What follows belongs to an exercise in optimizing a design on an open flow for small area; a production flow would make more cautious choices.
Function was checked by simulation only, so behaviour that the tests miss may differ from the original.
Power and IR drop assume default switching activity.

## the baseline
==> flow/design.v <==
package ni_pkg;
  localparam int NumVirtChn    = 4;    
  localparam int BufDepth      = 8;    
  localparam int FlitDataWidth = 32;   
  localparam int XWidth        = 4;    
  localparam int YWidth        = 4;    
  localparam logic [31:0] RxVersionLabel = 32'h0052_5831;   
endpackage
module ni_aoi222 (
  input  logic [2:0] s,
  input  logic [2:0] d,
  output logic       y
);
  assign y = ~(|(s & d));
endmodule
module ni_nand4 (
  input  logic [3:0] a,
  output logic       y
);
  assign y = ~(&a);
endmodule
module ni_nand3 (
  input  logic [2:0] a,
  output logic       y
);
  assign y = ~(&a);
endmodule
module ni_pop_bit (
  input  logic [32:0] s,
  input  logic [32:0] d,
  output logic [2:0]  y    
);
  logic [10:0] t;
  for (genvar i = 0; i < 11; i++) begin : g_aoi
    ni_aoi222 u_aoi (.s(s[3*i +: 3]), .d(d[3*i +: 3]), .y(t[i]));
  end
  ni_nand4 u_n0 (.a(t[3:0]),  .y(y[0]));
  ni_nand4 u_n1 (.a(t[7:4]),  .y(y[1]));
  ni_nand3 u_n2 (.a(t[10:8]), .y(y[2]));
endmodule
module ni_ao22 #(parameter int W = 1) (
  input  logic         l,
  input  logic         h,
  input  logic [W-1:0] d,
  input  logic [W-1:0] q,
  output logic [W-1:0] y
);
  assign y = ({W{l}} & d) | ({W{h}} & q);
endmodule
import ni_pkg::*;
module ni_rx_top
#(
  parameter logic [XWidth-1:0] router_x_id = '0,   
  parameter logic [YWidth-1:0] router_y_id = '0    
) (
  input  logic        clk_axi,        
  input  logic        arst_axi,       
  input  logic        flit_valid_i,   
  input  logic [1:0]  flit_vc_i,      
  input  logic [1:0]  flit_type_i,    
  input  logic [31:0] flit_data_i,    
  output logic        flit_ready_o,   
  input  logic        csr_valid_i,    
  input  logic        csr_wr_i,       
  input  logic [15:0] csr_addr_i,     
  input  logic [31:0] csr_wdata_i,    
  output logic [31:0] csr_rdata_o,    
  output logic        csr_err_o,      
  output logic [3:0]  irq_vcs_o,      
  output logic        irq_trig_o      
);
  logic [3:0][7:0][32:0] mem, mem_nxt;
  logic [3:0][3:0]       cnt;         
  logic [3:0][7:0]       pkt;         
  logic [3:0][7:0]       pkt_nxt;
  logic [3:0]            pkt_ld, pkt_hd;
  logic [3:0][7:0]       sel;         
  logic [3:0][3:0]       cnt_up, cnt_dn;
  logic [3:0]            hold, push, pop_req, full, empty, head_old, ge_mask;
  logic                  head_in;
  logic              rd_req, wr_req, a_ok, rd_hit, err_ff, wr_err;
  logic              s_ver, s_x, s_y, s_irq, s_mode, s_mask, s_full;
  logic [3:0]        s_pkt;
  logic [4:0]        widx;            
  logic [31:0]       rdata_ff, rdata_nxt;
  logic [2:0]        mode_ff;
  logic [31:0]       mask_n_ff;       
  logic [31:0]       mask;
  logic              mask_hi_zero;
  assign head_in = ~(flit_type_i[0] ^ flit_type_i[1]);   
  for (genvar c = 0; c < 4; c++) begin : g_vc
    assign full[c]  = cnt[c][3];
    assign empty[c] = ~(cnt[c][3] | cnt[c][2] | cnt[c][1] | cnt[c][0]);
    assign push[c]  = flit_valid_i & (flit_vc_i == 2'(c)) & ~full[c];
    for (genvar k = 0; k < 7; k++) begin : g_sel
      assign sel[c][k] = (cnt[c][2:0] == 3'(k + 1));
    end
    assign sel[c][7] = cnt[c][3];
    assign hold[c] = ~push[c];
    for (genvar k = 0; k < 8; k++) begin : g_ent
      if (k == 0) begin : g_in
        for (genvar b = 0; b < 33; b++) begin : g_b
          ni_ao22 u_ld (.l(push[c]), .h(hold[c]), .d(b == 32 ? head_in : flit_data_i[b % 32]),
                        .q(mem[c][0][b]), .y(mem_nxt[c][0][b]));
        end
      end else begin : g_sh
        for (genvar b = 0; b < 33; b++) begin : g_b
          ni_ao22 u_ld (.l(push[c]), .h(hold[c]), .d(mem[c][k-1][b]),
                        .q(mem[c][k][b]), .y(mem_nxt[c][k][b]));
        end
      end
    end
    always_ff @(posedge clk_axi) mem[c] <= mem_nxt[c];
    assign pkt_ld[c] = push[c] & head_in;
    assign pkt_hd[c] = ~pkt_ld[c];
    for (genvar b = 0; b < 8; b++) begin : g_pb
      ni_ao22 u_pk (.l(pkt_ld[c]), .h(pkt_hd[c]), .d(flit_data_i[b]), .q(pkt[c][b]),
                    .y(pkt_nxt[c][b]));
    end
    for (genvar b = 0; b < 4; b++) begin : g_cnt
      if (b == 0) begin : g_b0
        assign cnt_up[c][0] = ~cnt[c][0];
        assign cnt_dn[c][0] = ~cnt[c][0];
      end else begin : g_bn
        assign cnt_up[c][b] = cnt[c][b] ^ (&cnt[c][b-1:0]);
        assign cnt_dn[c][b] = cnt[c][b] ^ ~(|cnt[c][b-1:0]);
      end
    end
    always_ff @(posedge clk_axi or posedge arst_axi) begin
      if (arst_axi) begin
        cnt[c] <= '0;
        pkt[c] <= '0;
      end else begin
        if (push[c] & ~(pop_req[c] & ~empty[c])) cnt[c] <= cnt_up[c];
        if (~push[c] & pop_req[c] & ~empty[c])   cnt[c] <= cnt_dn[c];
        pkt[c] <= pkt_nxt[c];
      end
    end
    always_comb begin
      head_old[c] = 1'b0;
      for (int k = 0; k < 8; k++) head_old[c] |= sel[c][k] & mem[c][k][32];
    end
    assign ge_mask[c] =
      (cnt[c][3] & ~mask[3]) | (~(cnt[c][3] ^ mask[3]) &
      ((cnt[c][2] & ~mask[2]) | (~(cnt[c][2] ^ mask[2]) &
      ((cnt[c][1] & ~mask[1]) | (~(cnt[c][1] ^ mask[1]) &
      (cnt[c][0] | ~mask[0]))))));
  end
  assign flit_ready_o = ~full[flit_vc_i];
  assign rd_req = csr_valid_i & ~csr_wr_i;
  assign wr_req = csr_valid_i & csr_wr_i;
  assign a_ok   = ~(|csr_addr_i[15:7]) & ~(|csr_addr_i[1:0]);
  assign widx   = csr_addr_i[6:2];
  assign mask   = ~mask_n_ff;
  assign s_ver  = rd_req & a_ok & (widx == 5'd0);
  assign s_x    = rd_req & a_ok & (widx == 5'd1);
  assign s_y    = rd_req & a_ok & (widx == 5'd2);
  assign s_irq  = rd_req & a_ok & (widx == 5'd3);
  assign s_mode = rd_req & a_ok & (widx == 5'd4);
  assign s_mask = rd_req & a_ok & (widx == 5'd5);
  assign s_full = rd_req & a_ok & (widx == 5'd6);
  for (genvar c = 0; c < 4; c++) begin : g_dec
    assign s_pkt[c]   = rd_req & a_ok & (widx == 5'(8 + c));
    assign pop_req[c] = rd_req & a_ok & (widx == 5'(16 + c));
  end
  assign rd_hit = s_ver | s_x | s_y | s_irq | s_mode | s_mask | s_full | (|s_pkt) |
                  (|(pop_req & ~empty));
  logic [32:0]       psel;
  logic [31:0][32:0] pdat;      
  logic [31:0][2:0]  ppart;
  logic [31:0]       reg_val;
  for (genvar c = 0; c < 4; c++) begin : g_ps
    for (genvar k = 0; k < 8; k++) begin : g_pk
      assign psel[c*8+k] = pop_req[c] & sel[c][k];
    end
  end
  assign psel[32] = ~rd_hit;
  for (genvar b = 0; b < 32; b++) begin : g_rb
    for (genvar c = 0; c < 4; c++) begin : g_pc
      for (genvar k = 0; k < 8; k++) begin : g_pk
        assign pdat[b][c*8+k] = mem[c][k][b];
      end
    end
    assign pdat[b][32] = rdata_ff[b];
    ni_pop_bit u_pop (.s(psel), .d(pdat[b]), .y(ppart[b]));
    assign rdata_nxt[b] = (|ppart[b]) | reg_val[b];
  end
  always_comb begin
    reg_val = '0;
    reg_val |= {32{s_ver}}  & RxVersionLabel;
    reg_val |= {32{s_x}}    & 32'(router_x_id);
    reg_val |= {32{s_y}}    & 32'(router_y_id);
    reg_val |= {32{s_irq}}  & 32'(irq_vcs_o);
    reg_val |= {32{s_mode}} & 32'(mode_ff);
    reg_val |= {32{s_mask}} & mask;
    reg_val |= {32{s_full}} & 32'(full);
    for (int c = 0; c < 4; c++) reg_val |= {32{s_pkt[c]}} & 32'(pkt[c]);
  end
  assign wr_err = wr_req & ~((csr_addr_i == 16'h0010) | (csr_addr_i == 16'h0014));
  always_ff @(posedge clk_axi or posedge arst_axi) begin
    if (arst_axi) begin
      err_ff    <= 1'b0;
      rdata_ff  <= '0;
      mode_ff   <= '0;
      mask_n_ff <= '0;
    end else begin
      if (rd_req) err_ff <= ~rd_hit;
      rdata_ff <= rdata_nxt;
      if (wr_req && csr_addr_i == 16'h0010) mode_ff   <= csr_wdata_i[2:0];
      if (wr_req && csr_addr_i == 16'h0014) mask_n_ff <= ~csr_wdata_i;
    end
  end
  assign csr_rdata_o = rdata_ff;
  assign csr_err_o   = err_ff | wr_err;
  assign mask_hi_zero = ~(|mask[31:4]);
  always_comb begin
    for (int c = 0; c < 4; c++) begin
      case (mode_ff)
        3'd1:    irq_vcs_o[c] = ~empty[c] & mask[0];
        3'd2:    irq_vcs_o[c] = full[c] & mask[0];
        3'd3:    irq_vcs_o[c] = mask_hi_zero & ge_mask[c];
        3'd4:    irq_vcs_o[c] = head_old[c];
        default: irq_vcs_o[c] = ~empty[c];
      endcase
    end
  end
  assign irq_trig_o = |irq_vcs_o;
endmodule
clock: 5.0 ns
lec_check: 0
cap_margin: 20
core_margin: 2
core_utilization: 70
cts_buf_list: sky130_fd_sc_hd__clkbuf_8
cts_cluster_diameter: 50
cts_cluster_size: 16
slew_margin: 20
synth_hierarchical: 1
synth_minimum_keep_size: 0
standard.sh (not shown) runs the stock make flow with config.mk's settings and CLKGATE_MAP_FILE= SYNTH_SCRIPT=/design/flow/synth_recipe.tcl, a recipe that flattens the netlist after the stock synthesis.
==> flow/flow/run.sh <==
#!/bin/bash
# Layout flow: the standard ORFS flow (standard.sh, unchanged synthesis)
# with two changes to how the layout is built:
#  - the port buffers are the library's smallest buffer (buf_1) instead of
#    the delay buffer that buffer_ports picks by default; every input and
#    output still gets its buffer;
#  - clock tree synthesis is run without dummy loads, with the same buffer
#    and clustering settings as config.mk gives.
# Each tool's output goes to the ORFS logs under orfs/logs; the make output
# as a whole is kept in standard.log in this folder.
set -euo pipefail
export BUFFER_PORTS_ARGS="-buffer_cell sky130_fd_sc_hd__buf_1"
export CTS_ARGS="-sink_clustering_enable -repair_clock_nets -dont_use_dummy_load -sink_clustering_size 16 -sink_clustering_max_diameter 50 -buf_list sky130_fd_sc_hd__clkbuf_8"
bash standard.sh finish > standard.log 2>&1
Setup changes, the baseline to the candidate
-- flow/design.v --
<<< the baseline, line 73
  logic [3:0][3:0]       cnt;         
  logic [3:0][7:0]       pkt;         
  logic [3:0][7:0]       pkt_nxt;
  logic [3:0]            pkt_ld, pkt_hd;
  logic [3:0][7:0]       sel;         
  logic [3:0][3:0]       cnt_up, cnt_dn;
>>> the candidate, line 73
  logic [3:0][3:0]       cnt;         
  logic [3:0][7:0]       pkt;         
  logic [3:0][7:0]       sel;         
  logic [3:0][3:0]       cnt_up, cnt_dn;
<<< the baseline, line 112
    end
    always_ff @(posedge clk_axi) mem[c] <= mem_nxt[c];
    assign pkt_ld[c] = push[c] & head_in;
    assign pkt_hd[c] = ~pkt_ld[c];
    for (genvar b = 0; b < 8; b++) begin : g_pb
      ni_ao22 u_pk (.l(pkt_ld[c]), .h(pkt_hd[c]), .d(flit_data_i[b]), .q(pkt[c][b]),
                    .y(pkt_nxt[c][b]));
    end
    for (genvar b = 0; b < 4; b++) begin : g_cnt
      if (b == 0) begin : g_b0
>>> the candidate, line 110
    end
    always_ff @(posedge clk_axi) mem[c] <= mem_nxt[c];
    for (genvar b = 0; b < 4; b++) begin : g_cnt
      if (b == 0) begin : g_b0
<<< the baseline, line 134
        if (push[c] & ~(pop_req[c] & ~empty[c])) cnt[c] <= cnt_up[c];
        if (~push[c] & pop_req[c] & ~empty[c])   cnt[c] <= cnt_dn[c];
        pkt[c] <= pkt_nxt[c];
      end
    end
>>> the candidate, line 126
        if (push[c] & ~(pop_req[c] & ~empty[c])) cnt[c] <= cnt_up[c];
        if (~push[c] & pop_req[c] & ~empty[c])   cnt[c] <= cnt_dn[c];
        if (push[c] & head_in) pkt[c] <= flit_data_i[7:0];
      end
    end
### Flow results
Taking the baseline as the reference, in the candidate number of global-route vias before repair lower, combinational group share of total power lower, distinct cell type count after synthesis higher.
NOTE number of clock buffers in the layout the baseline->the candidate decreased by a little under 10%
Fraction of synthesized area in multiplexers for the candidate is higher than for the baseline.
Per the comparison of the candidate with the baseline, utilization lower; total design power now smaller; tightest slew margin relative to the limit higher.

[re-timing with driven ports]
The results above use ideal ports. As a check the final layouts listed here were re-extracted and re-timed, cells and wires unchanged. Step 1, drivers: a clkbuf_16 drives clk_axi and a buf_2 each remaining input, both assumed. Step 2 also shifts input and output timing later by t, the mid clock arrival at the registers, as if the neighbouring blocks saw the same clock. Slacks: ideal ports / drivers / drivers and shift; pairs: ideal ports / drivers.
| run | t (ns) | slack for setup (ns) | slew at the worst register clock pin (ns) |
|---|---|---|---|
| the baseline | 0.767 | 0.539 / 0.473 / 0.402 | 0.10 / 0.10 |
| the candidate | 0.746 | 0.638 / 0.578 / 0.647 | 0.10 / 0.10 |
After both steps every run listed still meets setup and hold. For the baseline, which loses most, drivers alone change the setup slack by -0.066 ns; drivers and shift together by -0.137 ns.
